This is an optimization exercise on Yosys and OpenROAD, whose aim is small area, a short achievable clock period and few clock cycles per item, not a production implementation.
At most, simulation tests tie the RTL to the original design; equivalence was not proved.
For runs 4 to 6, only the layout was checked, not whether the RTL still works.

===== constraint.sdc =====
create_clock -name core_clock -period 5.0 [get_ports {clk}]
set_input_delay 1.0000 -clock core_clock [delete_from_list [all_inputs] [get_ports {clk}]]
set_output_delay 1.0000 -clock core_clock [all_outputs]
set_load 0.01 [all_outputs]

===== flow/run.sh =====
#!/bin/bash
# Own layout flow: the standard layout (standard.sh), unchanged except that the
# port buffers buffer_ports inserts are sky130_fd_sc_hd__buf_2 cells. Each tool's
# output goes to a log file in this folder; ORFS's per-step logs stay under orfs/logs.
set -euo pipefail
bash standard.sh synth > make_synth.log 2>&1
bash standard.sh "BUFFER_PORTS_ARGS=-buffer_cell sky130_fd_sc_hd__buf_2" finish > make_layout.log 2>&1

===== design.v =====
`default_nettype none
package fsc_pkg;
  localparam int HALF_W          = 16;
  localparam int KEY_BANK_W      = 64;
  localparam int ROUND_COUNT_DEF = 9;
  localparam int CFG_INDEX_W = 2;
  localparam int CFG_DATA_W  = KEY_BANK_W;
  localparam logic [63:0] SBOX = 64'h2174_8fe3_da09_b65c;
  localparam logic [63:0] PERM_DEST = 64'h5ae0_b61c_f287_39d4;
  function automatic logic [HALF_W-1:0] round_fn(input logic [HALF_W-1:0] x);
    logic [HALF_W-1:0] w;
    logic [HALF_W-1:0] z;
    for (int i = 0; i < 4; i++) begin
      w[4*i +: 4] = SBOX[4*x[4*i +: 4] +: 4];
    end
    z = '0;
    for (int i = 0; i < HALF_W; i++) begin
      z[PERM_DEST[4*i +: 4]] = w[HALF_W-1-i];
    end
    round_fn = z;
  endfunction
endpackage
`default_nettype wire
`default_nettype none
module fsc_round_pipe (
  input  wire logic [fsc_pkg::HALF_W-1:0] l_in,
  input  wire logic [fsc_pkg::HALF_W-1:0] t_in,
  input  wire logic [fsc_pkg::HALF_W-1:0] key,
  input  wire logic [fsc_pkg::HALF_W-1:0] key_nxt,
  output logic      [fsc_pkg::HALF_W-1:0] l_out,
  output logic      [fsc_pkg::HALF_W-1:0] t_out
);
  assign l_out = t_in ^ key;
  assign t_out = (l_in ^ key_nxt) ^ fsc_pkg::round_fn(t_in);
endmodule
`default_nettype wire
`default_nettype none
`default_nettype wire
`default_nettype none
module fsc_accum (
  input  wire logic                        clk,
  input  wire logic                        rst_n,
  input  wire logic                        ld,
  input  wire logic                        first,
  input  wire logic                        last,
  input  wire logic [fsc_pkg::HALF_W-1:0]  l8,
  input  wire logic [fsc_pkg::HALF_W-1:0]  t9,
  input  wire logic [fsc_pkg::HALF_W-1:0]  key,
  output logic [fsc_pkg::HALF_W-1:0]       out_cipher_left,
  output logic [fsc_pkg::HALF_W-1:0]       out_cipher_right,
  output logic [fsc_pkg::HALF_W-1:0]       out_xor_sum_left_out,
  output logic [fsc_pkg::HALF_W-1:0]       out_xor_sum_right_out,
  output logic [fsc_pkg::HALF_W-1:0]       out_sticky_left_out,
  output logic [fsc_pkg::HALF_W-1:0]       out_sticky_right_out
);
  logic [fsc_pkg::HALF_W-1:0] xs_l, xs_r, sk_l, sk_r, cl, cr;
  logic [fsc_pkg::HALF_W-1:0] r8, f, base_r, xs_l_nxt, xs_r_nxt;
  assign r8       = t9 ^ key;
  assign f        = fsc_pkg::round_fn(t9);
  assign base_r   = (first ? '0 : xs_r) ^ l8;
  assign xs_l_nxt = (first ? '0 : xs_l) ^ r8;
  assign xs_r_nxt = base_r ^ f;
  always_ff @(posedge clk) begin
    if (!rst_n) begin
      xs_l <= '0;
      xs_r <= '0;
      sk_l <= '0;
      sk_r <= '0;
    end else if (ld) begin
      xs_l <= xs_l_nxt;
      xs_r <= xs_r_nxt;
      sk_l <= sk_l | ({fsc_pkg::HALF_W{last}} & xs_l_nxt);
      sk_r <= sk_r | ({fsc_pkg::HALF_W{last}} & xs_r_nxt);
    end
  end
  always_ff @(posedge clk) begin
    if (ld) begin
      cl <= r8;
      cr <= l8 ^ f;
    end
  end
  assign out_cipher_left       = cl;
  assign out_cipher_right      = cr;
  assign out_xor_sum_left_out  = xs_l;
  assign out_xor_sum_right_out = xs_r;
  assign out_sticky_left_out   = sk_l;
  assign out_sticky_right_out  = sk_r;
endmodule
`default_nettype wire
`default_nettype none
module feistel_sbox_cipher_integral_sum #(
  parameter int ROUND_COUNT = fsc_pkg::ROUND_COUNT_DEF,
  parameter logic [8:0] CUTS = 9'b1_0101_0101
) (
  input  wire logic                              clk,
  input  wire logic                              rst_n,
  input  wire logic                              cfg_wr_en,
  input  wire logic [fsc_pkg::CFG_INDEX_W-1:0]   cfg_index,
  input  wire logic [fsc_pkg::CFG_DATA_W-1:0]    cfg_wdata,
  input  wire logic                              in_valid,
  output logic                                   in_stall,
  input  wire logic [fsc_pkg::HALF_W-1:0]        in_plain_left,
  input  wire logic [fsc_pkg::HALF_W-1:0]        in_plain_right,
  input  wire logic                              in_first_of_set,
  input  wire logic                              in_last_of_set,
  output logic                                   out_valid,
  input  wire logic                              out_stall,
  output logic [fsc_pkg::HALF_W-1:0]             out_cipher_left,
  output logic [fsc_pkg::HALF_W-1:0]             out_cipher_right,
  output logic [fsc_pkg::HALF_W-1:0]             out_xor_sum_left_out,
  output logic [fsc_pkg::HALF_W-1:0]             out_xor_sum_right_out,
  output logic [fsc_pkg::HALF_W-1:0]             out_sticky_left_out,
  output logic [fsc_pkg::HALF_W-1:0]             out_sticky_right_out
);
  localparam int W = fsc_pkg::HALF_W;
  logic [63:0] k14, k58;
  logic [W-1:0] k9;
  logic [W-1:0] subkey [1:9];
  logic [63:0] kd;
  assign kd = cfg_wdata & {64{rst_n}};
  always_ff @(posedge clk) begin
    if (!rst_n || (cfg_wr_en && cfg_index == 2'd0)) k14 <= kd;
    if (!rst_n || (cfg_wr_en && cfg_index == 2'd1)) k58 <= kd;
    if (!rst_n || (cfg_wr_en && cfg_index == 2'd2)) k9  <= kd[W-1:0];
  end
  for (genvar k = 1; k <= 4; k++) begin : g_k14
    assign subkey[k]   = k14[W*(k-1) +: W];
    assign subkey[k+4] = k58[W*(k-1) +: W];
  end
  assign subkey[9]  = k9;
  logic adv;
  logic out_valid_r;
  assign adv = !(out_valid_r && out_stall);
  logic [W-1:0] a_l [0:8];
  logic [W-1:0] a_r [0:8];
  logic         a_f [0:8];
  logic         a_t [0:8];
  logic         a_v [0:8];
  logic [W-1:0] b_l [0:8];
  logic [W-1:0] b_r [0:8];
  logic         b_f [0:8];
  logic         b_t [0:8];
  logic         b_v [0:8];
  assign a_l[0] = in_plain_left;
  assign a_r[0] = in_plain_right ^ subkey[1];
  assign a_f[0] = in_first_of_set;
  assign a_t[0] = in_last_of_set;
  assign a_v[0] = in_valid;
  for (genvar k = 0; k <= 8; k++) begin : g_stage
    if (CUTS[k]) begin : g_reg
      logic [W-1:0] l_q, r_q;
      logic         f_q, t_q, v_q;
      always_ff @(posedge clk) begin
        if (adv) begin
          l_q <= a_l[k];
          r_q <= a_r[k];
          f_q <= a_f[k];
          t_q <= a_t[k];
        end
      end
      always_ff @(posedge clk) begin
        if (!rst_n) v_q <= 1'b0;
        else if (adv) v_q <= a_v[k];
      end
      assign b_l[k] = l_q;
      assign b_r[k] = r_q;
      assign b_f[k] = f_q;
      assign b_t[k] = t_q;
      assign b_v[k] = v_q;
    end else begin : g_wire
      assign b_l[k] = a_l[k];
      assign b_r[k] = a_r[k];
      assign b_f[k] = a_f[k];
      assign b_t[k] = a_t[k];
      assign b_v[k] = a_v[k];
    end
    if (k < 8) begin : g_round
      fsc_round_pipe u_round (
        .l_in    (b_l[k]),
        .t_in    (b_r[k]),
        .key     (subkey[k+1]),
        .key_nxt (subkey[k+2 > 9 ? 9 : k+2]),
        .l_out   (a_l[k+1]),
        .t_out   (a_r[k+1])
      );
      assign a_f[k+1] = b_f[k];
      assign a_t[k+1] = b_t[k];
      assign a_v[k+1] = b_v[k];
    end
  end
  always_ff @(posedge clk) begin
    if (!rst_n) out_valid_r <= 1'b0;
    else if (adv) out_valid_r <= b_v[8];
  end
  assign out_valid = out_valid_r;
  logic ov_stall;
  assign in_stall = ov_stall && out_stall;
  always_ff @(posedge clk) begin
    if (!rst_n) ov_stall <= 1'b0;
    else if (!in_stall) ov_stall <= b_v[8];
  end
  fsc_accum u_accum (
    .clk                   (clk),
    .rst_n                 (rst_n),
    .ld                    (adv && b_v[8]),
    .first                 (b_f[8]),
    .last                  (b_t[8]),
    .l8                    (b_l[8]),
    .t9                    (b_r[8]),
    .key                   (subkey[9]),
    .out_cipher_left       (out_cipher_left),
    .out_cipher_right      (out_cipher_right),
    .out_xor_sum_left_out  (out_xor_sum_left_out),
    .out_xor_sum_right_out (out_xor_sum_right_out),
    .out_sticky_left_out   (out_sticky_left_out),
    .out_sticky_right_out  (out_sticky_right_out)
  );
endmodule
`default_nettype wire

===== standard.sh =====
#!/bin/bash
# synth_recipe.tcl (not shown) runs the flow's synth.tcl, then flattens the netlist and writes it again
# the make line also repeats each setting of config.mk as NAME=value (left out here)
make -C /OpenROAD-flow-scripts/flow DESIGN_CONFIG=/design/flow/config.mk WORK_HOME=/design/flow/orfs CLKGATE_MAP_FILE= SYNTH_SCRIPT=/design/flow/synth_recipe.tcl "${@:-finish}"

===== config.mk =====
export PLATFORM = sky130hd
export DESIGN_NAME = feistel_sbox_cipher_integral_sum
export DESIGN_NICKNAME = feistel_sbox_cipher_integral_sum
export VERILOG_FILES = /design/flow/design.v
export SDC_FILE = /design/flow/constraint.sdc
export NUM_CORES = 4
export LEC_CHECK = 0
export ABC_AREA = 1
export CAP_MARGIN = 20
export CORE_MARGIN = 2
export CORE_UTILIZATION = 40
export CTS_BUF_LIST = sky130_fd_sc_hd__clkbuf_8
export CTS_CLUSTER_DIAMETER = 60
export CTS_CLUSTER_SIZE = 12
export SETUP_SLACK_MARGIN = 2.7
export SLEW_MARGIN = 20

==> Flow_metrics.wiki, run 1 <==
{| class="wikitable"
! Metric !! Value
|-
| Outcome || finished clean
|-
| DRC violation count after routing || 0
|-
| Maximum clock frequency || approximately 0.41 GHz
|-
| Antenna violations before repair || 2
|-
| Met2 Usage GRT || 0.341
|-
| Global Route met3 Usage || 0.0223
|-
| Core region area || approximately 0.064 sq mm
|-
| Clock latency on the worst-skew pair || about 660 ps
|-
| Global-route total usage across every layer || 0.203
|-
| Tightest Hold Check Type || register to register
|-
| Number of cell instances on the worst register-to-register path || 15
|-
| CTS sink count || 417
|-
| Count of cell instances traversed by the critical path || 15
|-
| Sequential fraction of the synthesis area || 0.452
|-
| Number of max-slew violations in the final report || 0
|-
| RSZ-0062 raised after global routing || yes
|-
| Wire length per cell after detailed routing || roughly 17 um
|-
| Num ports || slightly above 200
|-
| Worst hold slack across all endpoints || slightly above 400 ps
|-
| Crit-path leading delay family || simple AND/OR/NAND/NOR gates
|-
| Clock slew at the register clock pins of the worst setup and hold paths || about 90 ps
|-
| EDFF count, synth || 346
|-
| Largest clock skew in the final design || between 50 and 60 ps
|-
| Cell accounting for the most synthesized area || edfxtp_1
|-
| Proportion of synthesized flip-flops having asynchronous set or reset || 0
|-
| Routed vias || 20700
|-
| Routability congestion estimate from global placement || 0.942
|-
| Routing layer with the top usage in global route || met2
|-
| Initial Utilization || 0.405
|-
| Transition time at the pin with the least slew margin || 978 ps
|-
| Num CTS Buffers || 46
|-
| Number of buffers inserted for hold repair after clock tree synthesis || 0
|-
| Via count of the first global-routing pass || 18500
|-
| Mean instance size in the synthesized netlist || approximately 8.7 sq um
|-
| Min setup slack post-route || roughly 2600 ps
|-
| Data required time of the critical path || between 5000 and 6000 ps
|-
| Cell count of the worst hold path || 0
|-
| Multi-input gate area || between 0.01 and 0.015 sq mm
|-
| Die X-Extent || roughly 260 um
|-
| Crit path capture type || register
|-
| Met1 usage || 0.265
|-
| Top-count cell post-synth || nand2_1
|-
| Number of search-and-repair iterations in the first detailed-routing pass || 5
|-
| Yosys cell types || between 40 and 50
|-
| Height of the die || between 200 and 300 um
|-
| Count of warnings emitted by yosys || 25
|-
| # setup viols final || 0
|-
| Chain of cells forming the critical path || buf_6, buf_6, buf_4, nor2_1, nor2_1, nand2_1, nand3b_1, nand2_4, inv_4, ha_4, or2_4, o21ai_2, nand2_2, nand3b_1, nand2_1
|-
| Mapped cell area || between 0.02 and 0.03 sq mm
|-
| Clock Root Buffer || clkbuf_8
|-
| Number of I/O port buffers || between 200 and 250
|-
| Tmin final || 2450 ps
|-
| Maximum number of pins on one net before global-route repair || a little under 90
|-
| Synth-to-layout area growth || 23.6%
|-
| Data arrival time of the critical path || roughly 2800 ps
|-
| Count of antenna-violating nets left after detailed routing || 0
|-
| Setup TNS Final || 0 ps
|-
| Critical-path maximum fanout || 4
|-
| Die Area || 0.0673 sq mm
|-
| Final clock period utilization by the worst path || 0.489
|-
| Clk buf depth || 3
|-
| Area contributors post-synth || edfxtp_1, nand2_1, ha_1, xor2_1, nand3_1
|-
| Global-route wire length before repair || roughly 100000 um
|-
| Cells after synthesis || between 3000 and 4000
|-
| Hold Fails Final Rpt || 0
|-
| Count of buffer and inverter cells on the critical path || 4
|-
| Relative max-transition margin || 0.347
|-
| TritonCTS clock tree || yes
|-
| Total global routing overflow || 0
|-
| Most instantiated flip-flop cell in the synthesis netlist || edfxtp_1
|-
| Category of the critical setup timing path || register to register
|-
| Cell row count || 93
|-
| Count of nets after finishing || 3634
|-
| FF/Latch Area || roughly 0.012 sq mm
|-
| Fraction of layout instances using a drive strength above 1 || 0.271
|-
| Worst stage delay on the critical path || 490 ps
|-
| First DRT Iteration DRCs || approximately 1600
|-
| CP max stage cell || edfxtp_1
|-
| Final WL || between 70000 and 80000 um
|-
| DP Wirelength || between 50000 and 60000 um
|-
| Mapped Nets || 3253
|-
| Layout fillers || 6039
|-
| Max cap viols || 0
|-
| Top cells by instance count after synthesis || nand2_1, inv_1, edfxtp_1
|-
| Total of flip-flops plus latches after synthesis || 417
|-
| Setup slack after placement || 1800 ps
|-
| Number of H-tree branching levels || 2
|-
| Ratio of routed vias to standard cells || between 4 and 5
|-
| Type of origin of the critical path || register
|-
| Fraction of synthesized cell area taken by the top area cell type || 0.398
|}
[logic make-up (layout without fill, tap and decap cells)]
kind of cell               count (synthesis)  in the layout  share of synthesized area
AOI/OAI and AO/OA                        211            212                     0.0470
other                                      0              1                          0
buffers and inverters                    463            871                     0.0707
DFF                                      417            417                      0.452
xor gates and xnor gates                 365            365                      0.129
adders and majority gates                145            145                     0.0695
and+or+nand+nor                         1402           1404                      0.232
[worst reg2reg max path, stage by stage, from the launching register on]
cell and delay [ps]:
edfxtp_1 490, buf_6 160, buf_6 110, buf_4 130, nor2_1 80, nor2_1 50
nand2_1 80, nand3b_1 120, nand2_4 140, inv_4 60, ha_4 150, or2_4 230
o21ai_2 160, nand2_2 90, nand3b_1 100, nand2_1 50
[metrics by stage]
| stage | cell area (sq um) | utilization | std cells |
|---|---|---|---|
| floorplan | 26400 | - | 3003 |
| global placement | 28100 | 0.437 | 4009 |
| detailed placement | 28100 | 0.437 | 4009 |
| CTS | 30400 | 0.471 | 4190 |
| global route | 32300 | 0.501 | 4269 |
| finish | 32300 | 0.501 | 4270 |
[state kept, by name, indices dropped and copies added, names as in the netlist, 64 cells and up]
register	count
k58	64
g_stage.g_reg.l_q	80
k14	64
g_stage.g_reg.r_q	80
[metal layers]
metal	share of wire	wire (um)
met1	0.43	31500
met2	0.48	34900
met3	0.047	3400
met4	0.042	3040
met5	0	0
[cell usage in the layout (no fill, tap or decap), types with 7 or more instances in the layout]
master / count
a21oi_1: 72
buf_2: 199
buf_4: 152
buf_6: 34
clkbuf_8: 50
dfxtp_1: 68
edfxtp_1: 346
ha_1: 86
ha_2: 16
ha_4: 43
inv_1: 321
inv_2: 73
inv_4: 21
nand2_1: 750
nand2_2: 129
nand2_4: 45
nand3_1: 227
nand3_2: 68
nand3_4: 7
nand3b_1: 33
nand4_1: 29
nor2_1: 93
nor2_4: 9
o211ai_1: 34
o21a_1: 9
o21ai_0: 47
o21ai_1: 28
o21ai_2: 10
xnor2_1: 140
xor2_1: 199
xor2_2: 7
xor2_4: 7
[final timing paths]
| path | startpoint | end | slack [ps] |
|---|---|---|---|
| max | g_stage[6].g_reg.r_q[13] | g_stage[8].g_reg.r_q[15] | 2550 |
| min reg2reg | g_stage[0].g_reg.t_q | g_stage[2].g_reg.t_q | 420 |
| min | g_stage[0].g_reg.t_q | g_stage[2].g_reg.t_q | 420 |
| max reg2reg | g_stage[6].g_reg.r_q[13] | g_stage[8].g_reg.r_q[15] | 2550 |
[final cells by class]
class	instances	area share
diodes	1	0.0000775
clock buffers	50	0.0213
clock inverters	28	0.00686
inverters	405	0.0496
multi-input cells	2126	0.443
flip-flops and latches	417	0.366
well taps	855	0.0331
repair buffers	388	0.0796
[what timing repair did]
item	CTS	global route
cloned	1	2
resized for setup	158	326
pin swaps	59	190
hold endpoints to repair	0	0
setup buffers	102	77
endpoints found under the setup margin	107	66
Testbench counts, summed over its fixed seeds: cycles 9,648, items 9,600.
==> run 2: changes to the inputs <==
--- a/config.mk
+++ b/config.mk
@@ -6,11 +6,11 @@
 export NUM_CORES = 4
 export LEC_CHECK = 0
 export ABC_AREA = 1
-export CAP_MARGIN = 20
+export CAP_MARGIN = 0
 export CORE_MARGIN = 2
-export CORE_UTILIZATION = 40
+export CORE_UTILIZATION = 55
 export CTS_BUF_LIST = sky130_fd_sc_hd__clkbuf_8
 export CTS_CLUSTER_DIAMETER = 60
 export CTS_CLUSTER_SIZE = 12
-export SETUP_SLACK_MARGIN = 2.7
-export SLEW_MARGIN = 20
+export SETUP_SLACK_MARGIN = 2.5
+export SLEW_MARGIN = 0
==> run 2 against run 1 <==
  * Via count is 0.97% higher
  * Register-to-register slack got worse by 40 ps
  * Hold slack gained 7.5 ps
  * Final area decreased by 6.1%
  * Sequential share of layout area rose by 2.4 points
  * Largest cell class unchanged
==> Flow_metrics.wiki, run 2 <==
{| class="wikitable"
! Metric !! Value
|-
| Total of flip-flops plus latches after synthesis || 417 (unchanged)
|-
| Largest registers || g_stage.g_reg.l_q: 80 flops, g_stage.g_reg.r_q: 80 flops (unchanged)
|-
| Cells after synthesis || 3003 (unchanged)
|-
| Clk buf depth || 3 (unchanged)
|-
| R2R setup slack || 2510 ps (was 2550 ps)
|-
| Count of warnings emitted by yosys || 25 (unchanged)
|-
| # setup viols final || 0 (unchanged)
|-
| DRC violation count after routing || 0 (unchanged)
|-
| Top-count cell post-synth || nand2_1 (unchanged)
|-
| Tmin final || 2630 ps (was 2450 ps)
|-
| Die X-Extent || 222 um (was 260 um)
|-
| Most common cell after layout, fill and taps aside || nand2_1 (unchanged)
|-
| Routed vias || 20900 (was 20700)
|-
| Clock Root Buffer || clkbuf_8 (unchanged)
|-
| Min setup slack post-route || 2370 ps (was 2550 ps)
|-
| Crit path capture type || output port (was register)
|-
| Antenna violations before repair || 1 (was 2)
|-
| First DRT Iteration DRCs || 1391 (was 1561)
|-
| Core region area || 0.0468 sq mm (was 0.0645 sq mm)
|-
| Data arrival time of the critical path || 1630 ps (was 2840 ps)
|-
| Num ports || 203 (unchanged)
|-
| Maximum clock frequency || 0.380 GHz (was 0.409 GHz)
|-
| DP Wirelength || 50600 um (was 50800 um)
|-
| Most frequent cells in the layout || nand2_1, edfxtp_1, inv_1 (unchanged)
|-
| Most instantiated flip-flop cell in the synthesis netlist || edfxtp_1 (unchanged)
|-
| Sequential fraction of the synthesis area || 0.452 (unchanged)
|-
| Total global routing overflow || 0 (unchanged)
|-
| Synth-to-layout area growth || 16.1% (was 23.6%)
|-
| Critical-path maximum fanout || 3 (was 4)
|-
| Clock slew at the register clock pins of the worst setup and hold paths || 80 ps (was 90 ps)
|-
| Start point of the worst hold path || g_stage[0].g_reg.t_q (unchanged)
|-
| Multi-input gate area || 0.0133 sq mm (was 0.0143 sq mm)
|-
| Max cap viols || 0 (unchanged)
|-
| Wire length per cell after detailed routing || 17.7 um (was 17.1 um)
|-
| Die Area || 0.0492 sq mm (was 0.0673 sq mm)
|-
| Largest clock skew in the final design || 48.3 ps (was 52.3 ps)
|-
| Number of cell instances on the worst register-to-register path || 17 (was 15)
|-
| Worst hold slack across all endpoints || 423 ps (was 415 ps)
|-
| Critical path's most frequent cell || buf_2
|-
| CP max stage cell || buf_2 (was edfxtp_1)
|-
| Antenna diode instance count || 0 (was 1)
|-
| Cell row count || 79 (was 93)
|-
| Top cells by instance count after synthesis || nand2_1, inv_1, edfxtp_1 (unchanged)
|-
| Mean instance size in the synthesized netlist || 8.70 sq um (unchanged)
|-
| TritonCTS clock tree || yes (unchanged)
|-
| Area contributors post-synth || edfxtp_1, nand2_1, ha_1, xor2_1, nand3_1 (unchanged)
|-
| Outcome || finished clean (unchanged)
|-
| RSZ-0062 raised after global routing || yes (unchanged)
|-
| Min-Delay Endpoint || g_stage[2].g_reg.t_q (unchanged)
|-
| Initial Utilization || 0.559 (was 0.405)
|-
| Mapped cell area || 0.0261 sq mm (unchanged)
|-
| Setup slack after placement || 1540 ps (was 1800 ps)
|-
| Ratio of routed vias to standard cells || 5.29 (was 4.84)
|-
| Number of H-tree branching levels || 2 (unchanged)
|-
| EDFF count, synth || 346 (unchanged)
|-
| Num CTS Buffers || 46 (unchanged)
|-
| Via count of the first global-routing pass || 19400 (was 18500)
|-
| Worst stage delay on the critical path || 300 ps (was 490 ps)
|-
| Routability congestion estimate from global placement || 0.949 (was 0.942)
|-
| End of the worst register-to-register path || g_stage[8].g_reg.r_q[13] (was g_stage[8].g_reg.r_q[15])
|-
| Cell accounting for the most synthesized area || edfxtp_1 (unchanged)
|-
| Data required time of the critical path || 4000 ps (was 5400 ps)
|-
| Fraction of synthesized cell area taken by the top area cell type || 0.398 (unchanged)
|-
| Transition time at the pin with the least slew margin || 1080 ps (was 978 ps)
|-
| Proportion of synthesized flip-flops having asynchronous set or reset || 0 (unchanged)
|-
| Height of the die || 222 um (was 260 um)
|-
| Count of nets after finishing || 3567 (was 3634)
|-
| Number of search-and-repair iterations in the first detailed-routing pass || 7 (was 5)
|-
| Chain of cells forming the critical path || buf_2, nand2_1, inv_1, buf_2 (was buf_6, buf_6, buf_4, nor2_1, nor2_1, nand2_1, nand3b_1, nand2_4, inv_4, ha_4, or2_4, o21ai_2, nand2_2, nand3b_1, nand2_1)
|-
| Setup TNS Final || 0 ps (unchanged)
|-
| Reg-to-reg critical path startpoint || g_stage[6].g_reg.r_q[13] (unchanged)
|-
| Clock latency on the worst-skew pair || 650 ps (was 660 ps)
|-
| Layout fillers || 3848 (was 6039)
|-
| Mapped Nets || 3253 (unchanged)
|-
| Hold Fails Final Rpt || 0 (unchanged)
|-
| Final WL || 69800 um (was 72800 um)
|-
| Relative max-transition margin || 0.278 (was 0.347)
|-
| Fraction of layout instances using a drive strength above 1 || 0.197 (was 0.271)
|-
| Tightest Hold Check Type || register to register (unchanged)
|-
| Count of antenna-violating nets left after detailed routing || 0 (unchanged)
|-
| Maximum number of pins on one net before global-route repair || 105 (was 87)
|-
| Category of the critical setup timing path || input port to output port (was register to register)
|-
| FF/Latch Area || 0.0118 sq mm (about the same)
|-
| Cell count of the worst hold path || 0 (unchanged)
|-
| Global-route total usage across every layer || 0.273 (was 0.203)
|-
| Number of buffers inserted for hold repair after clock tree synthesis || 0 (unchanged)
|-
| Global-route wire length before repair || 104000 um (about the same)
|-
| Final clock period utilization by the worst path || 0.526 (was 0.489)
|-
| Yosys cell types || 42 (unchanged)
|-
| Number of max-slew violations in the final report || 0 (unchanged)
|-
| CTS sink count || 417 (unchanged)
|-
| Number of I/O port buffers || 202 (unchanged)
|-
| Type of origin of the critical path || input port (was register)
|}
==> run 2: cell counts after synthesis <==
Identical to the previous run, type by type.
==> run 2: worst max path at each step <==
stage / slack (ps) / cells past startpoint / startpoint / end
detailed placement: 1540 / 7 / out_stall / u_accum.sk_l[14]
global route: 2340 / 4 / out_stall / in_stall
finish: 2370 / 4 / out_stall / in_stall
CTS: 2420 / 7 / out_stall / u_accum.xs_r[1]
global placement: 1640 / 7 / out_stall / u_accum.xs_r[9]
floorplan: 2430 / 3 / cfg_index[1] / k14[0]
==> run 2: cell type report <==
class / count / share of cell area
Multi-Input combinational cell: 2125 / 0.439
Inverter: 405 / 0.0515
Clock inverter: 26 / 0.00805
Timing Repair Buffer: 322 / 0.0653
Clock buffer: 48 / 0.0218
Sequential cell: 417 / 0.390
Tap cell: 607 / 0.0251
==> run 2: cell families (layout without fill, tap and decap cells) <==
kind of cell / after synthesis / after routing / synth area share
buffers and inverters: 463 / 801 / 0.0707
adder cells (fa/ha/maj): 145 / 145 / 0.0695
AND/OR/NAND/NOR: 1402 / 1404 / 0.232
XOR/XNOR: 365 / 365 / 0.129
flip-flops: 417 / 417 / 0.452
AO/OA/AOI/OAI: 211 / 211 / 0.0470
==> run 2: timing repair <==
| item | 4_1_cts | 5_1_grt |
|---|---|---|
| cloned | 0 | 2 |
| endpoints found under the setup margin | 112 | 237 |
| resized for setup | 47 | 168 |
| pin swaps | 8 | 57 |
| setup buffers | 44 | 70 |
==> run 2: stage by stage <==
step / util / instances / cell area (sq um)
floorplan: - / 3003 / 26300
global placement: 0.593 / 3760 / 27700
detailed placement: 0.593 / 3760 / 27700
CTS: 0.623 / 3878 / 29100
global route: 0.648 / 3950 / 30300
finish: 0.648 / 3950 / 30300
==> run 2: per-layer routing <==
metal	share of wire	up-vias	global-route usage
met5	0.00016	-	0
met4	0.065	2	0.161
met3	0.055	163	0.0334
met2	0.48	706	0.468
met1	0.40	9712	0.332
li1	-	10300	-
==> run 2: critical path: cells and delay by family <==
kind                   cells  cell delay, ps
buffers and inverters      3             490
and+or+nand+nor            1             130
==> run 3: changes to the inputs <==
==> config.mk (replaced) <==
export PLATFORM = sky130hd
export DESIGN_NAME = feistel_sbox_cipher_integral_sum
export DESIGN_NICKNAME = feistel_sbox_cipher_integral_sum
export VERILOG_FILES = /design/flow/design.v
export SDC_FILE = /design/flow/constraint.sdc
export NUM_CORES = 4
export LEC_CHECK = 0
export ABC_AREA = 1
export CAP_MARGIN = 20
export CORE_MARGIN = 2
export CORE_UTILIZATION = 40
export SETUP_SLACK_MARGIN = 2.5
export SLEW_MARGIN = 20
==> run 3 against run 2 <==
  * Die area increased by 37%
  * First-iteration DRC count is 7.5% higher
  * Utilization shrank 17 points
==> Flow_metrics.wiki, run 3 <==
{| class="wikitable"
! Metric !! Value
|-
| Critical-path maximum fanout || 6 (was 3)
|-
| Top cells by instance count after synthesis || nand2_1, inv_1, edfxtp_1 (unchanged)
|-
| Clock Root Buffer || clkbuf_16 (was clkbuf_8)
|-
| R2R setup slack || 2590 ps (was 2510 ps)
|-
| Count of nets after finishing || 3562 (was 3567)
|-
| Cells after synthesis || 3003 (unchanged)
|-
| Data required time of the critical path || 5340 ps (was 4000 ps)
|-
| Antenna diode instance count || 0 (unchanged)
|-
| Yosys cell types || 42 (unchanged)
|-
| Num CTS Buffers || 48 (was 46)
|-
| Type of origin of the critical path || register (was input port)
|-
| Largest registers || g_stage.g_reg.l_q: 80 flops, g_stage.g_reg.r_q: 80 flops (unchanged)
|-
| Synth-to-layout area growth || 18.4% (was 16.1%)
|-
| End of the worst register-to-register path || g_stage[2].g_reg.r_q[11] (was g_stage[8].g_reg.r_q[13])
|-
| Area contributors post-synth || edfxtp_1, nand2_1, ha_1, xor2_1, nand3_1 (unchanged)
|-
| Final Cell Area || 0.0309 sq mm (was 0.0303 sq mm)
|-
| Number of cell instances on the worst register-to-register path || 15 (was 17)
|-
| Min setup slack post-route || 2590 ps (was 2370 ps)
|-
| Sequential fraction of the synthesis area || 0.452 (unchanged)
|-
| Final clock period utilization by the worst path || 0.481 (was 0.526)
|-
| Outcome || finished clean (unchanged)
|-
| Number of max-slew violations in the final report || 0 (unchanged)
|-
| Final WL || 68400 um (was 69800 um)
|-
| Maximum number of pins on one net before global-route repair || 82 (was 105)
|-
| Cell accounting for the most synthesized area || edfxtp_1 (unchanged)
|-
| Proportion of synthesized flip-flops having asynchronous set or reset || 0 (unchanged)
|-
| RSZ-0062 raised after global routing || yes (unchanged)
|-
| DP Wirelength || 51100 um (was 50600 um)
|-
| Routed vias || 20100 (was 20900)
|-
| Cell count of the worst hold path || 0 (unchanged)
|-
| Ratio of routed vias to standard cells || 4.77 (was 5.29)
|-
| EDFF count, synth || 346 (unchanged)
|-
| Die Area || 0.0673 sq mm (was 0.0492 sq mm)
|-
| Number of I/O port buffers || 202 (unchanged)
|-
| Category of the critical setup timing path || register to register (was input port to output port)
|-
| Number of search-and-repair iterations in the first detailed-routing pass || 5 (was 7)
|-
| Setup slack after placement || 1800 ps (was 1540 ps)
|-
| Clock slew at the register clock pins of the worst setup and hold paths || 60 ps (was 80 ps)
|-
| Start point of the worst hold path || g_stage[4].g_reg.t_q (was g_stage[0].g_reg.t_q)
|-
| Largest clock skew in the final design || 13.7 ps (was 48.3 ps)
|-
| Data arrival time of the critical path || 2750 ps (was 1630 ps)
|-
| Num ports || 203 (unchanged)
|-
| Crit path capture type || register (was output port)
|-
| Most frequent cells in the layout || nand2_1, edfxtp_1, inv_1 (unchanged)
|-
| Core region area || 0.0645 sq mm (was 0.0468 sq mm)
|-
| Total of flip-flops plus latches after synthesis || 417 (unchanged)
|-
| CP max stage cell || edfxtp_1 (was buf_2)
|-
| TritonCTS clock tree || yes (unchanged)
|-
| Setup TNS Final || 0 ps (unchanged)
|-
| Total global routing overflow || 0 (unchanged)
|-
| Global-route total usage across every layer || 0.200 (was 0.273)
|-
| Antenna violations before repair || 3 (was 1)
|-
| Reg-to-reg critical path startpoint || g_stage[0].g_reg.r_q[13] (was g_stage[6].g_reg.r_q[13])
|-
| Mapped Nets || 3253 (unchanged)
|-
| Fraction of synthesized cell area taken by the top area cell type || 0.398 (unchanged)
|-
| Initial Utilization || 0.405 (was 0.559)
|-
| Clock latency on the worst-skew pair || 590 ps (was 650 ps)
|-
| Relative max-transition margin || 0.315 (was 0.278)
|-
| Routability congestion estimate from global placement || 0.938 (was 0.949)
|-
| DRC violation count after routing || 0 (unchanged)
|-
| Number of buffers inserted for hold repair after clock tree synthesis || 0 (unchanged)
|-
| Fraction of layout instances using a drive strength above 1 || 0.186 (was 0.197)
|-
| Hold Fails Final Rpt || 0 (unchanged)
|-
| Placed inst area || 0.0281 sq mm (was 0.0277 sq mm)
|-
| First DRT Iteration DRCs || 1495 (was 1391)
|-
| Cell row count || 93 (was 79)
|-
| Mean instance size in the synthesized netlist || 8.70 sq um (unchanged)
|-
| Height of the die || 260 um (was 222 um)
|-
| CTS sink count || 417 (unchanged)
|-
| Critical path's most frequent cell || nand2_1 (was buf_2)
|-
| Most common cell after layout, fill and taps aside || nand2_1 (unchanged)
|-
| Top-count cell post-synth || nand2_1 (unchanged)
|-
| Count of antenna-violating nets left after detailed routing || 0 (unchanged)
|-
| Worst stage delay on the critical path || 450 ps (was 300 ps)
|-
| Tightest Hold Check Type || register to register (unchanged)
|-
| Global-route wire length before repair || 103000 um (was 104000 um)
|-
| Wire length per cell after detailed routing || 16.3 um (was 17.7 um)
|-
| Tmin final || 2410 ps (was 2630 ps)
|-
| Transition time at the pin with the least slew margin || 1030 ps (was 1080 ps)
|-
| Maximum clock frequency || 0.416 GHz (was 0.380 GHz)
|-
| Mapped cell area || 0.0261 sq mm (unchanged)
|-
| Post-route core utilization || 0.480 (was 0.648)
|-
| Count of warnings emitted by yosys || 25 (unchanged)
|-
| Most instantiated flip-flop cell in the synthesis netlist || edfxtp_1 (unchanged)
|-
| Clk buf depth || 3 (unchanged)
|-
| Max cap viols || 0 (unchanged)
|-
| Number of H-tree branching levels || 2 (unchanged)
|-
| Via count of the first global-routing pass || 18200 (was 19400)
|-
| Die X-Extent || 260 um (was 222 um)
|-
| Chain of cells forming the critical path || inv_2, ha_1, inv_1, nand2_1, nand3_1, nand2_1, nand2_1, nand2_2, ha_1, inv_1, nor2_1, o21ai_2, nand2_1, nand2_1, nand2_1 (was buf_2, nand2_1, inv_1, buf_2)
|-
| Min-Delay Endpoint || g_stage[6].g_reg.t_q (was g_stage[2].g_reg.t_q)
|-
| # setup viols final || 0 (unchanged)
|}
-- run 3: cell count changes in the layout (fill, tap and decap cells not counted), moves of 7 or more --
cell       delta
nand2_1      +11
clkbuf_1      +9
clkbuf_16    +50
ha_1         +11
buf_6         -7
clkbuf_8     -45
ha_4         -11
nand3_1       +7
-- run 3: cell type report --
cell class / count / area, sq um
clock buffer: 62 / 1330
clock inverter: 26 / 244
fill: 6193 / 33500
inverter: 405 / 1560
multi-input combinational: 2124 / 13000
sequential: 417 / 11800
tap: 855 / 1070
timing repair buffer: 316 / 1900
-- run 3: per-layer routing --
metal	global-route usage	routed length, um	up-vias
met1	0.265	30500	9107
met5	0	0	-
met4	0.0806	2690	0
met2	0.333	31800	537
met3	0.0240	3430	110
li1	-	-	10300
-- run 3: worst max path at each step --
stage	startpoint	endpoint	slack, ps	depth (start not counted)
finish	g_stage[0].g_reg.r_q[13]	g_stage[2].g_reg.r_q[11]	2590	15
floorplan	cfg_index[1]	k14[0]	2430	3
CTS	g_stage[6].g_reg.r_q[13]	g_stage[8].g_reg.r_q[15]	2510	13
global route	g_stage[6].g_reg.r_q[0]	g_stage[8].g_reg.r_q[14]	2450	13
detailed placement	cfg_index[1]	k14[20]	1800	5
global placement	cfg_index[1]	k14[10]	1840	5
-- run 3: metrics by stage --
stage | hold slack, ps | cells
after floorplan | 400 | 3003
after global placement | 402 | 4009
after detailed placement | 405 | 4009
after CTS | 419 | 4132
after global routing | 424 | 4205
final | 417 | 4205
-- run 3: cells by family after synthesis --
family,Yosys count,synth area share
simple gates,1402,0.232
fa+ha+maj,145,0.0695
xor+xnor,365,0.129
compound gates,211,0.0470
flops,417,0.452
buf+inv,463,0.0707
-- run 3: what timing repair did --
action | CTS | global route
pin swaps | 6 | 52
gates cloned | 1 | 0
setup endpoints to repair | 87 | 54
resized for setup | 31 | 123
buffers inserted | 34 | 73
-- run 3: critical path, delay by kind of cell, from the launching register on --
kind	cells	cell delay, ps
fa+ha+maj	2	540
flops	1	450
compound gates	1	220
simple gates	9	680
buf+inv	3	270
==> run 4: changes to the inputs <==
--- a/design.v
+++ b/design.v
@@ -7,11 +7,19 @@
   localparam int CFG_DATA_W  = KEY_BANK_W;
   localparam logic [63:0] SBOX = 64'h2174_8fe3_da09_b65c;
   localparam logic [63:0] PERM_DEST = 64'h5ae0_b61c_f287_39d4;
+  function automatic logic [3:0] sbox4(input logic [3:0] x);
+    logic [3:0] s;
+    s[0] = x[3] ? (x[1] ? ~x[0] : ~(x[2]^x[0])) : (x[1] ? x[0] : (x[2]^x[0]));
+    s[1] = x[3] ? (x[1] ? ~(x[2]^x[0]) : (~x[2]|x[0])) : (x[1] ? ~(x[2]&x[0]) : 1'b0);
+    s[2] = x[3] ? (x[1] ? ~(x[2]|x[0]) : (x[2]|x[0])) : (x[1] ? ~(x[2]^x[0]) : ~x[2]);
+    s[3] = x[3] ? (x[1] ? ~x[2] : (~x[2]&x[0])) : (x[1] ? (x[2]|x[0]) : ~x[0]);
+    sbox4 = s;
+  endfunction
   function automatic logic [HALF_W-1:0] round_fn(input logic [HALF_W-1:0] x);
     logic [HALF_W-1:0] w;
     logic [HALF_W-1:0] z;
     for (int i = 0; i < 4; i++) begin
-      w[4*i +: 4] = SBOX[4*x[4*i +: 4] +: 4];
+      w[4*i +: 4] = sbox4(x[4*i +: 4]);
     end
     z = '0;
     for (int i = 0; i < HALF_W; i++) begin
--- a/config.mk
+++ b/config.mk
@@ -9,5 +9,8 @@
 export CAP_MARGIN = 20
 export CORE_MARGIN = 2
 export CORE_UTILIZATION = 40
+export CTS_BUF_LIST = sky130_fd_sc_hd__clkbuf_8
+export CTS_CLUSTER_DIAMETER = 60
+export CTS_CLUSTER_SIZE = 12
 export SETUP_SLACK_MARGIN = 2.5
 export SLEW_MARGIN = 20
==> run 4 against run 3 <==
  * Still clean on timing, DRC and antenna
  * Via count decreased by 1.4%
  * Clock-buffer cell count decreased by 13
  * Register-to-register slack improved by 40 ps
  * First-iteration DRC count increased by 6.2%
  * Fmax decreased by 0.69%
  * Utilization decreased by 2.3 points
  * Hold slack got worse by 6.3 ps
  * Critical endpoint is now g_stage[2].g_reg.r_q[10]
  * Highest routed layer unchanged
==> Flow_metrics.wiki, run 4 <==
{| class="wikitable"
! Metric !! Value
|-
| Relative max-transition margin || 0.303 (was 0.315)
|-
| Num ports || 203 (unchanged)
|-
| Cell accounting for the most synthesized area || edfxtp_1 (unchanged)
|-
| Clock Root Buffer || clkbuf_8 (was clkbuf_16)
|-
| Antenna violations before repair || 2 (was 3)
|-
| Mapped cell area || 0.0260 sq mm (was 0.0261 sq mm)
|-
| Via count of the first global-routing pass || 17800 (was 18200)
|-
| Cell count of the worst hold path || 0 (unchanged)
|-
| Routability congestion estimate from global placement || 0.919 (was 0.938)
|-
| Tightest Hold Check Type || register to register (unchanged)
|-
| Final WL || 67700 um (was 68400 um)
|-
| Number of I/O port buffers || 202 (unchanged)
|-
| TritonCTS clock tree || yes (unchanged)
|-
| Height of the die || 259 um (was 260 um)
|-
| Clk buf depth || 3 (unchanged)
|-
| Cells after synthesis || 3017 (was 3003)
|-
| Count of placed standard cells in the final layout, fillers left out || 4163 (was 4205)
|-
| Type of origin of the critical path || input port (was register)
|-
| Mapped Nets || 3234 (was 3253)
|-
| Proportion of synthesized flip-flops having asynchronous set or reset || 0 (unchanged)
|-
| Die X-Extent || 259 um (was 260 um)
|-
| Tmin final || 2420 ps (was 2410 ps)
|-
| Critical-path maximum fanout || 112 (was 6)
|-
| Sequential fraction of the synthesis area || 0.454 (was 0.452)
|-
| Initial Utilization || 0.404 (was 0.405)
|-
| Number of max-slew violations in the final report || 0 (unchanged)
|-
| Min setup slack post-route || 2580 ps (was 2590 ps)
|-
| Number of buffers inserted for hold repair after clock tree synthesis || 0 (unchanged)
|-
| Total instance count after detailed placement || 4030 (was 4009)
|-
| DP Wirelength || 52100 um (was 51100 um)
|-
| Fraction of synthesized cell area taken by the top area cell type || 0.399 (was 0.398)
|-
| Hold Fails Final Rpt || 0 (unchanged)
|-
| Mean instance size in the synthesized netlist || 8.62 sq um (was 8.70 sq um)
|-
| Cell row count || 93 (unchanged)
|-
| Synth-to-layout area growth || 12.9% (was 18.4%)
|-
| Maximum clock frequency || 0.413 GHz (was 0.416 GHz)
|-
| Data arrival time of the critical path || 2690 ps (was 2750 ps)
|-
| Top cells by instance count after synthesis || nand2_1, edfxtp_1, nand3_1 (was nand2_1, inv_1, edfxtp_1)
|-
| Largest clock skew in the final design || 31.7 ps (was 13.7 ps)
|-
| Max cap viols || 0 (unchanged)
|-
| Global-route wire length before repair || 101000 um (was 103000 um)
|-
| First DRT Iteration DRCs || 1587 (was 1495)
|-
| Area contributors post-synth || edfxtp_1, nand2_1, xor2_1, nand3_1, dfxtp_1 (was edfxtp_1, nand2_1, ha_1, xor2_1, nand3_1)
|-
| Most instantiated flip-flop cell in the synthesis netlist || edfxtp_1 (unchanged)
|-
| Most common cell after layout, fill and taps aside || nand2_1 (unchanged)
|-
| Clock latency on the worst-skew pair || 670 ps (was 590 ps)
|-
| DRC violation count after routing || 0 (unchanged)
|-
| RSZ-0062 raised after global routing || yes (unchanged)
|-
| Most frequent cells in the layout || nand2_1, edfxtp_1, inv_1 (unchanged)
|-
| Number of cell instances on the worst register-to-register path || 15 (unchanged)
|-
| Top-count cell post-synth || nand2_1 (unchanged)
|-
| Total global routing overflow || 0 (unchanged)
|-
| Setup TNS Final || 0 ps (unchanged)
|-
| EDFF count, synth || 346 (unchanged)
|-
| Layout fillers || 6293 (was 6193)
|-
| Crit path capture type || register (unchanged)
|-
| Setup slack after placement || 1750 ps (was 1800 ps)
|-
| Number of search-and-repair iterations in the first detailed-routing pass || 5 (unchanged)
|-
| Wire length per cell after detailed routing || 16.3 um (about the same)
|-
| Yosys cell types || 43 (was 42)
|-
| Ratio of routed vias to standard cells || 4.75 (was 4.77)
|-
| Largest registers || g_stage.g_reg.l_q: 80 flops, g_stage.g_reg.r_q: 80 flops (unchanged)
|-
| Category of the critical setup timing path || input port to register (was register to register)
|-
| Outcome || finished clean (unchanged)
|-
| Data required time of the critical path || 5270 ps (was 5340 ps)
|-
| Total of flip-flops plus latches after synthesis || 417 (unchanged)
|-
| Maximum number of pins on one net before global-route repair || 113 (was 82)
|-
| Count of antenna-violating nets left after detailed routing || 0 (unchanged)
|-
| Routed vias || 19800 (was 20100)
|-
| CTS sink count || 417 (unchanged)
|-
| Core region area || 0.0643 sq mm (was 0.0645 sq mm)
|-
| Count of warnings emitted by yosys || 25 (unchanged)
|-
| Number of H-tree branching levels || 2 (unchanged)
|-
| Global-route total usage across every layer || 0.198 (was 0.200)
|-
| Transition time at the pin with the least slew margin || 1040 ps (was 1030 ps)
|-
| # setup viols final || 0 (unchanged)
|-
| Num CTS Buffers || 49 (was 48)
|-
| Count of nets after finishing || 3487 (was 3562)
|-
| Fraction of layout instances using a drive strength above 1 || 0.154 (was 0.186)
|-
| Clock slew at the register clock pins of the worst setup and hold paths || 90 ps (was 60 ps)
|-
| Final clock period utilization by the worst path || 0.485 (was 0.481)
|-
| Die Area || 0.0671 sq mm (was 0.0673 sq mm)
|}
run 4: per-stage QoR:
stage	instance area (sq um)	util	hold WS (ps)
5_1_grt	29400	0.457	412
3_5_place_dp	27900	0.434	406
2_1_floorplan	26100	-	400
3_3_place_gp	27900	0.434	402
6_report	29400	0.457	411
4_1_cts	29000	0.451	413
run 4: what timing repair did:
| action | CTS | global route |
|---|---|---|
| resized for setup | 2 | 24 |
| pin swaps | 0 | 5 |
| setup buffers | 1 | 43 |
| setup endpoints to repair | 20 | 126 |
run 4: path summary, 6_finish.rpt:
check                            from                        to  slack [ps]
max                         out_stall  g_stage[2].g_reg.r_q[10]        2580
min              g_stage[0].g_reg.f_q      g_stage[2].g_reg.f_q         410
max reg2reg  g_stage[0].g_reg.r_q[12]   g_stage[2].g_reg.r_q[8]        2630
min reg2reg      g_stage[0].g_reg.f_q      g_stage[2].g_reg.f_q         410
run 4: cells by family (layout without fill, tap and decap cells):
| logic type | count (synthesis) | in the layout | share of synthesized area |
|---|---|---|---|
| AOI/OAI and AO/OA | 182 | 182 | 0.0394 |
| xor gates and xnor gates | 385 | 385 | 0.136 |
| other | 0 | 1 | 0 |
| buffers and inverters | 418 | 708 | 0.0651 |
| DFF | 417 | 417 | 0.454 |
| and+or+nand+nor | 1503 | 1503 | 0.252 |
| adders and majority gates | 112 | 112 | 0.0539 |
run 4: worst max-delay path, stage by stage:
cell     delay (ps)
buf_2           130
nand2_8         590
buf_4           820
run 4: routing by layer:
metal  global-route usage  share of wire  vias to the layer above
met2                0.327           0.46                      489
met4               0.0629          0.032                        0
li1                     -              -                    10300
met3               0.0212          0.050                       98
met5                    0              0                        -
met1                0.272           0.46                     8946
run 4: cell type report:
| class | instances | area [sq um] | share of cell area |
|---|---|---|---|
| multi-input combinational | 2182 | 12600 | 0.430 |
| clock buffer | 49 | 674 | 0.0230 |
| tap | 855 | 1070 | 0.0364 |
| sequential | 417 | 11800 | 0.402 |
| inverter | 365 | 1410 | 0.0481 |
| timing repair buffer | 255 | 1410 | 0.0481 |
| clock inverter | 39 | 374 | 0.0127 |
| antenna | 1 | 2.50 | 0.0000852 |
==> run 5: changes to the inputs <==
--- a/design.v
+++ b/design.v
@@ -139,6 +139,28 @@
   logic adv;
   logic out_valid_r;
   assign adv = !(out_valid_r && out_stall);
+  logic         skid_v;
+  logic [W-1:0] skid_l, skid_r;
+  logic         skid_f, skid_t;
+  logic         stall_q;
+  assign in_stall = stall_q;
+  always_ff @(posedge clk) begin
+    if (!rst_n) begin
+      skid_v  <= 1'b0;
+      stall_q <= 1'b0;
+    end else begin
+      skid_v  <= !adv && (skid_v || in_valid);
+      stall_q <= !adv && (stall_q || in_valid);
+    end
+  end
+  always_ff @(posedge clk) begin
+    if (!skid_v) begin
+      skid_l <= in_plain_left;
+      skid_r <= in_plain_right;
+      skid_f <= in_first_of_set;
+      skid_t <= in_last_of_set;
+    end
+  end
   logic [W-1:0] a_l [0:8];
   logic [W-1:0] a_r [0:8];
   logic         a_f [0:8];
@@ -149,11 +171,11 @@
   logic         b_f [0:8];
   logic         b_t [0:8];
   logic         b_v [0:8];
-  assign a_l[0] = in_plain_left;
-  assign a_r[0] = in_plain_right ^ subkey[1];
-  assign a_f[0] = in_first_of_set;
-  assign a_t[0] = in_last_of_set;
-  assign a_v[0] = in_valid;
+  assign a_l[0] = skid_v ? skid_l : in_plain_left;
+  assign a_r[0] = (skid_v ? skid_r : in_plain_right) ^ subkey[1];
+  assign a_f[0] = skid_v ? skid_f : in_first_of_set;
+  assign a_t[0] = skid_v ? skid_t : in_last_of_set;
+  assign a_v[0] = skid_v || in_valid;
   for (genvar k = 0; k <= 8; k++) begin : g_stage
     if (CUTS[k]) begin : g_reg
       logic [W-1:0] l_q, r_q;
@@ -201,12 +223,6 @@
     else if (adv) out_valid_r <= b_v[8];
   end
   assign out_valid = out_valid_r;
-  logic ov_stall;
-  assign in_stall = ov_stall && out_stall;
-  always_ff @(posedge clk) begin
-    if (!rst_n) ov_stall <= 1'b0;
-    else if (!in_stall) ov_stall <= b_v[8];
-  end
   fsc_accum u_accum (
     .clk                   (clk),
     .rst_n                 (rst_n),
--- a/config.mk
+++ b/config.mk
@@ -12,5 +12,5 @@
 export CTS_BUF_LIST = sky130_fd_sc_hd__clkbuf_8
 export CTS_CLUSTER_DIAMETER = 60
 export CTS_CLUSTER_SIZE = 12
-export SETUP_SLACK_MARGIN = 2.5
+export SETUP_SLACK_MARGIN = 2.6
 export SLEW_MARGIN = 20
==> run 5 against run 4 <==
  * Clock skew grew 6.8 ps
  * Sequential share of layout area is 0.35 points higher
  * Register-to-register slack gained 80 ps
  * Synthesized area up 4.3%
  * Non-clock buffer count is 25 higher
  * Fmax rose by 5.8%
  * Cell count grew 4.2%
  * Largest cell class unchanged
  * Die area up 4.2%
  * Utilization grew 0.29 points
  * Flip-flop and latch count is 35 higher
  * Critical path type is now register to register
  * Critical path depth increased by 10
==> Flow_metrics.wiki, run 5 <==
{| class="wikitable"
! Metric !! Value
|-
| Outcome || finished clean (unchanged)
|-
| Cell row count || 95 (was 93)
|-
| End of the worst register-to-register path || g_stage[8].g_reg.r_q[13] (was g_stage[2].g_reg.r_q[8])
|-
| Antenna violations before repair || 4 (was 2)
|-
| Mapped cell area || 0.0271 sq mm (was 0.0260 sq mm)
|-
| Clock Root Buffer || clkbuf_8 (unchanged)
|-
| Final clock period utilization by the worst path || 0.458 (was 0.485)
|-
| Mapped Nets || 3365 (was 3234)
|-
| Multi-input gate area || 0.0134 sq mm (was 0.0126 sq mm)
|-
| Relative max-transition margin || 0.304 (was 0.303)
|-
| Tightest Hold Check Type || register to register (unchanged)
|-
| Top-count cell post-synth || nand2_1 (unchanged)
|-
| # setup viols final || 0 (unchanged)
|-
| Maximum number of pins on one net before global-route repair || 92 (was 113)
|-
| Routed vias || 20800 (was 19800)
|-
| Start point of the worst hold path || g_stage[6].g_reg.f_q (was g_stage[0].g_reg.f_q)
|-
| Mean instance size in the synthesized netlist || 8.62 sq um (about the same)
|-
| Number of H-tree branching levels || 2 (unchanged)
|-
| EDFF count, synth || 346 (unchanged)
|-
| Clock slew at the register clock pins of the worst setup and hold paths || 80 ps (was 90 ps)
|-
| FF/Latch Area || 0.0125 sq mm (was 0.0118 sq mm)
|-
| Top sig layer || met4 (unchanged)
|-
| Total of flip-flops plus latches after synthesis || 452 (was 417)
|-
| DP Wirelength || 53800 um (was 52100 um)
|-
| Wire length per cell after detailed routing || 16.3 um (about the same)
|-
| Proportion of synthesized flip-flops having asynchronous set or reset || 0 (unchanged)
|-
| Number of I/O port buffers || 202 (unchanged)
|-
| Ratio of routed vias to standard cells || 4.81 (was 4.75)
|-
| Layout fillers || 6497 (was 6293)
|-
| Height of the die || 264 um (was 259 um)
|-
| Count of nets after finishing || 3642 (was 3487)
|-
| CTS sink count || 452 (was 417)
|-
| Data arrival time of the critical path || 2700 ps (was 2690 ps)
|-
| Count of warnings emitted by yosys || 25 (unchanged)
|-
| Num CTS Buffers || 47 (was 49)
|-
| Number of max-slew violations in the final report || 0 (unchanged)
|-
| Clk buf depth || 3 (unchanged)
|-
| Most frequent cells in the layout || nand2_1, edfxtp_1, nand3_1 (was nand2_1, edfxtp_1, inv_1)
|-
| Initial Utilization || 0.404 (about the same)
|-
| Met2 routed WL || 32200 um (was 31000 um)
|-
| Hold Fails Final Rpt || 0 (unchanged)
|-
| Number of buffers inserted for hold repair after clock tree synthesis || 0 (unchanged)
|-
| RSZ-0062 raised after global routing || yes (unchanged)
|-
| Max cap viols || 0 (unchanged)
|-
| Largest clock skew in the final design || 38.4 ps (was 31.7 ps)
|-
| Most instantiated flip-flop cell in the synthesis netlist || edfxtp_1 (unchanged)
|-
| Critical-path maximum fanout || 7 (was 112)
|-
| Reg-to-reg critical path startpoint || g_stage[6].g_reg.r_q[6] (was g_stage[0].g_reg.r_q[12])
|-
| Cell accounting for the most synthesized area || edfxtp_1 (unchanged)
|-
| Final WL || 70900 um (was 67700 um)
|-
| Number of cell instances on the worst register-to-register path || 13 (was 15)
|-
| Yosys cell types || 40 (was 43)
|-
| Category of the critical setup timing path || register to register (was input port to register)
|-
| Most common cell after layout, fill and taps aside || nand2_1 (unchanged)
|-
| First DRT Iteration DRCs || 1727 (was 1587)
|-
| Count of antenna-violating nets left after detailed routing || 0 (unchanged)
|-
| Clock latency on the worst-skew pair || 660 ps (was 670 ps)
|-
| Routability congestion estimate from global placement || 0.935 (was 0.919)
|-
| Crit path capture type || register (unchanged)
|-
| Type of origin of the critical path || register (was input port)
|-
| DRC violation count after routing || 0 (unchanged)
|-
| Fraction of synthesized cell area taken by the top area cell type || 0.383 (was 0.399)
|-
| Worst hold slack across all endpoints || 421 ps (was 411 ps)
|-
| TritonCTS clock tree || yes (unchanged)
|-
| Met3 wire length || 3360 um (was 3410 um)
|-
| Die X-Extent || 264 um (was 259 um)
|-
| Global-route wire length before repair || 107000 um (was 101000 um)
|-
| Cell count of the worst hold path || 0 (unchanged)
|-
| Total global routing overflow || 0 (unchanged)
|-
| Area contributors post-synth || edfxtp_1, nand2_1, dfxtp_1, xor2_1, nand3_1 (was edfxtp_1, nand2_1, xor2_1, nand3_1, dfxtp_1)
|-
| Top cells by instance count after synthesis || nand2_1, edfxtp_1, nand3_1 (unchanged)
|-
| Num ports || 203 (unchanged)
|-
| Setup TNS Final || 0 ps (unchanged)
|-
| R2R setup slack || 2710 ps (was 2630 ps)
|-
| Core region area || 0.0672 sq mm (was 0.0643 sq mm)
|-
| Largest registers || g_stage.g_reg.l_q: 80 flops, g_stage.g_reg.r_q: 80 flops (unchanged)
|-
| Transition time at the pin with the least slew margin || 1040 ps (about the same)
|-
| Min-Delay Endpoint || g_stage[8].g_reg.f_q (was g_stage[2].g_reg.f_q)
|-
| Synth-to-layout area growth || 13.8% (was 12.9%)
|-
| Met1 routed wirelength after detailed routing || 32000 um (was 31100 um)
|-
| Tmin final || 2290 ps (was 2420 ps)
|-
| Maximum clock frequency || 0.436 GHz (was 0.413 GHz)
|-
| Global-route total usage across every layer || 0.199 (was 0.198)
|-
| Cells after synthesis || 3148 (was 3017)
|-
| Sequential fraction of the synthesis area || 0.461 (was 0.454)
|-
| Via count of the first global-routing pass || 19100 (was 17800)
|-
| Die Area || 0.0699 sq mm (was 0.0671 sq mm)
|-
| Fraction of layout instances using a drive strength above 1 || 0.167 (was 0.154)
|-
| Number of search-and-repair iterations in the first detailed-routing pass || 6 (was 5)
|-
| Data required time of the critical path || 5410 ps (was 5270 ps)
|}
## run 5: critical path, cell delays in order (launching register included)
cell	delay, ps
edfxtp_1	530
inv_2	110
ha_2	180
nand2_2	80
nand3_2	110
nand2_1	80
nand2_2	80
nand2_4	70
ha_1	310
or2_1	250
nand2_1	70
nand2_1	60
nand3_1	80
nand2_1	50
## run 5: timing repair
item | in CTS | in global routing
setup endpoints to repair | 35 | 57
gates cloned | 0 | 0
pin swaps | 0 | 15
resized for setup | 5 | 94
hold endpoints to repair | 0 | 0
setup buffers | 15 | 56
## run 5: layer usage
metal	global-route usage	vias to the layer above
met4	0.0889	0
met1	0.266	9484
met2	0.328	526
li1	-	10700
met5	0	-
met3	0.0211	119
## run 5: layout make-up
type	count	share of cell area
inverters	344	0.0431
well taps	873	0.0354
diodes	2	0.000162
flip-flops and latches	452	0.406
repair buffers	280	0.0521
clock inverters	35	0.00693
multi-input cells	2300	0.434
clock buffers	52	0.0232
## run 5: worst max-delay path by stage
stage / cells past startpoint / slack [ps] / start / endpoint
2_1_floorplan: 10 / 2370 / out_stall / u_accum.sk_l[8]
3_3_place_gp: 10 / 1940 / out_stall / u_accum.sk_l[13]
3_5_place_dp: 10 / 1870 / out_stall / u_accum.sk_l[15]
4_1_cts: 13 / 2550 / g_stage[2].g_reg.r_q[4] / g_stage[4].g_reg.r_q[3]
5_1_grt: 8 / 2530 / out_stall / u_accum.sk_r[4]
6_report: 13 / 2710 / g_stage[6].g_reg.r_q[6] / g_stage[8].g_reg.r_q[13]
## run 5: logic make-up after synthesis
kind of cell    Yosys count  synth area share
compound gates          184            0.0382
xor+xnor                386             0.128
fa+ha+maj               112            0.0517
buf+inv                 396            0.0583
flops                   452             0.461
mux                      34            0.0141
simple gates           1584             0.248
## run 5: metrics by stage
stage,cells,util,setup WS [ps],area [sq um]
4_1_cts,4280,0.449,2550,30100
5_1_grt,4336,0.459,2530,30900
2_1_floorplan,3148,-,2370,27200
6_report,4338,0.459,2710,30900
3_3_place_gp,4178,0.433,1940,29100
3_5_place_dp,4178,0.433,1870,29100
==> run 6: changes to the inputs <==
--- a/config.mk
+++ b/config.mk
@@ -14,3 +14,4 @@
 export CTS_CLUSTER_SIZE = 12
 export SETUP_SLACK_MARGIN = 2.6
 export SLEW_MARGIN = 20
+export TNS_END_PERCENT = 5
==> run 6 against run 5 <==
  * Die area is the same
  * Worst setup slack lost 190 ps
  * Synthesized area is the same
  * First-iteration DRC count shrank 5.2%
  * Final area shrank 1.2%
  * Cell count shrank 0.65%
  * Clock-buffer cell count shrank 1
==> Flow_metrics.wiki, run 6 <==
{| class="wikitable"
! Metric !! Value
|-
| Outcome || finished clean (unchanged)
|-
| Max cap viols || 0 (unchanged)
|-
| Routed vias || 20600 (was 20800)
|-
| Data arrival time of the critical path || 2880 ps (was 2700 ps)
|-
| Maximum number of pins on one net before global-route repair || 76 (was 92)
|-
| Initial Utilization || 0.404 (unchanged)
|-
| Hold Fails Final Rpt || 0 (unchanged)
|-
| Sequential fraction of the synthesis area || 0.461 (unchanged)
|-
| Met3 wire length || 3080 um (was 3360 um)
|-
| Core region area || 0.0672 sq mm (unchanged)
|-
| Count of warnings emitted by yosys || 25 (unchanged)
|-
| Synth-to-layout area growth || 12.3% (was 13.8%)
|-
| Final clock period utilization by the worst path || 0.496 (was 0.458)
|-
| Mapped cell area || 0.0271 sq mm (unchanged)
|-
| Most common cell after layout, fill and taps aside || nand2_1 (unchanged)
|-
| Top cells by instance count after synthesis || nand2_1, edfxtp_1, nand3_1 (unchanged)
|-
| Count of antenna-violating nets left after detailed routing || 0 (unchanged)
|-
| Data required time of the critical path || 5400 ps (was 5410 ps)
|-
| First DRT Iteration DRCs || 1637 (was 1727)
|-
| Relative max-transition margin || 0.328 (was 0.304)
|-
| Critical-path maximum fanout || 7 (unchanged)
|-
| Cell accounting for the most synthesized area || edfxtp_1 (unchanged)
|-
| RSZ-0062 raised after global routing || yes (unchanged)
|-
| Height of the die || 264 um (unchanged)
|-
| Area contributors post-synth || edfxtp_1, nand2_1, dfxtp_1, xor2_1, nand3_1 (unchanged)
|-
| Largest registers || g_stage.g_reg.l_q: 80 flops, g_stage.g_reg.r_q: 80 flops (unchanged)
|-
| Cell row count || 95 (unchanged)
|-
| Ratio of routed vias to standard cells || 4.78 (was 4.81)
|-
| Most instantiated flip-flop cell in the synthesis netlist || edfxtp_1 (unchanged)
|-
| CTS sink count || 452 (unchanged)
|-
| DP Wirelength || 54100 um (was 53800 um)
|-
| EDFF count, synth || 346 (unchanged)
|-
| Setup TNS Final || 0 ps (unchanged)
|-
| Die Area || 0.0699 sq mm (unchanged)
|-
| Global-route wire length before repair || 107000 um (about the same)
|-
| Tightest Hold Check Type || register to register (unchanged)
|-
| Number of max-slew violations in the final report || 0 (unchanged)
|-
| Antenna violations before repair || 3 (was 4)
|-
| Top-count cell post-synth || nand2_1 (unchanged)
|-
| DRC violation count after routing || 0 (unchanged)
|-
| Fraction of synthesized cell area taken by the top area cell type || 0.383 (unchanged)
|-
| Crit path capture type || register (unchanged)
|-
| Tmin final || 2480 ps (was 2290 ps)
|-
| Type of origin of the critical path || register (unchanged)
|}
run 6: cell counts after synthesis:
Identical to the previous run, type by type.
run 6: cells by family after synthesis:
family	share of synthesized area
AO/OA/AOI/OAI	0.0382
adder cells (fa/ha/maj)	0.0517
flip-flops	0.461
XOR/XNOR	0.128
AND/OR/NAND/NOR	0.248
buffers and inverters	0.0583
multiplexers	0.0141
run 6: path summary, 6_finish.rpt:
path / start / to / slack (ps) / cells after the start
max: g_stage[4].g_reg.r_q[4] / g_stage[6].g_reg.r_q[3] / 2520 / 12
min: g_stage[6].g_reg.f_q / g_stage[8].g_reg.f_q / 420 / 0
max reg2reg: g_stage[4].g_reg.r_q[4] / g_stage[6].g_reg.r_q[3] / 2520 / 12
min reg2reg: g_stage[6].g_reg.f_q / g_stage[8].g_reg.f_q / 420 / 0
run 6: metal layers:
metal,GRT usage,up-vias
li1,-,10700
met1,0.273,9292
met2,0.318,515
met3,0.0215,130
met4,0.0929,0
met5,0,-
run 6: final cells by class:
cell class / instances / area [sq um] / area share
clock buffer: 51 / 702 / 0.0230
sequential: 452 / 12500 / 0.411
multi-input combinational: 2300 / 13200 / 0.432
tap: 873 / 1090 / 0.0358
inverter: 344 / 1330 / 0.0436
clock inverter: 34 / 216 / 0.00710
timing repair buffer: 256 / 1440 / 0.0473
run 6: metrics by stage:
| stage | utilization | setup slack (ps) | hold slack, ps | cells | cell area [sq um] |
|---|---|---|---|---|---|
| floorplan | - | 2360 | 400 | 3148 | 27200 |
| global placement | 0.433 | 1820 | 402 | 4178 | 29100 |
| detailed placement | 0.433 | 1780 | 405 | 4178 | 29100 |
| CTS | 0.448 | 2520 | 425 | 4272 | 30100 |
| global route | 0.454 | 2420 | 429 | 4310 | 30500 |
| finish | 0.454 | 2520 | 424 | 4310 | 30500 |
run 6: repair_timing:
action,in CTS,in global routing
gates resized for setup,3,31
hold buffers,0,0
setup endpoints to repair,61,108
pin swaps,1,1
buffers inserted,9,37
run 6: critical path, stage by stage (launching register included):
cell	delay, ps
edfxtp_1	550
inv_1	110
ha_1	250
nand2_1	70
nand3_1	240
nand3_1	190
nand2_2	120
ha_1	290
inv_1	40
o21ai_0	150
nand2_1	70
nand3_1	80
nand2_1	50

==> static timing again, ports no longer ideal <==
No port has a modelled driver above. Below, the same layouts with a new extraction and two added sets of constraints. Step 1 assumes that a clkbuf_16 drives the clock port and a buf_2 every other input. Step 2 moves the port delays by t, midway between the first and last clock arrival at a register: inputs arrive t later, outputs are due t later. That takes back most of the time a late clock gives input paths. a / b / c = no drivers / after step 1 / after step 2; a / b = the first two.
run	shift t [ns]	setup slack, ns	slew at the worst register clock pin (ns)
run 1	0.693	2.553 / 2.553 / 2.062	0.09 / 0.09
run 2	0.683	2.369 / 2.337 / 2.003	0.09 / 0.09
run 3	0.653	2.594 / 2.589 / 2.055	0.07 / 0.07
run 4	0.706	2.577 / 2.578 / 1.901	0.09 / 0.09
run 5	0.701	2.709 / 2.673 / 2.061	0.09 / 0.09
run 6	0.701	2.522 / 2.522 / 2.119	0.09 / 0.09
After both steps every run listed still meets setup and hold. For run 4, which loses most, drivers alone change the setup slack by +0.001 ns; drivers and shift together by -0.676 ns.
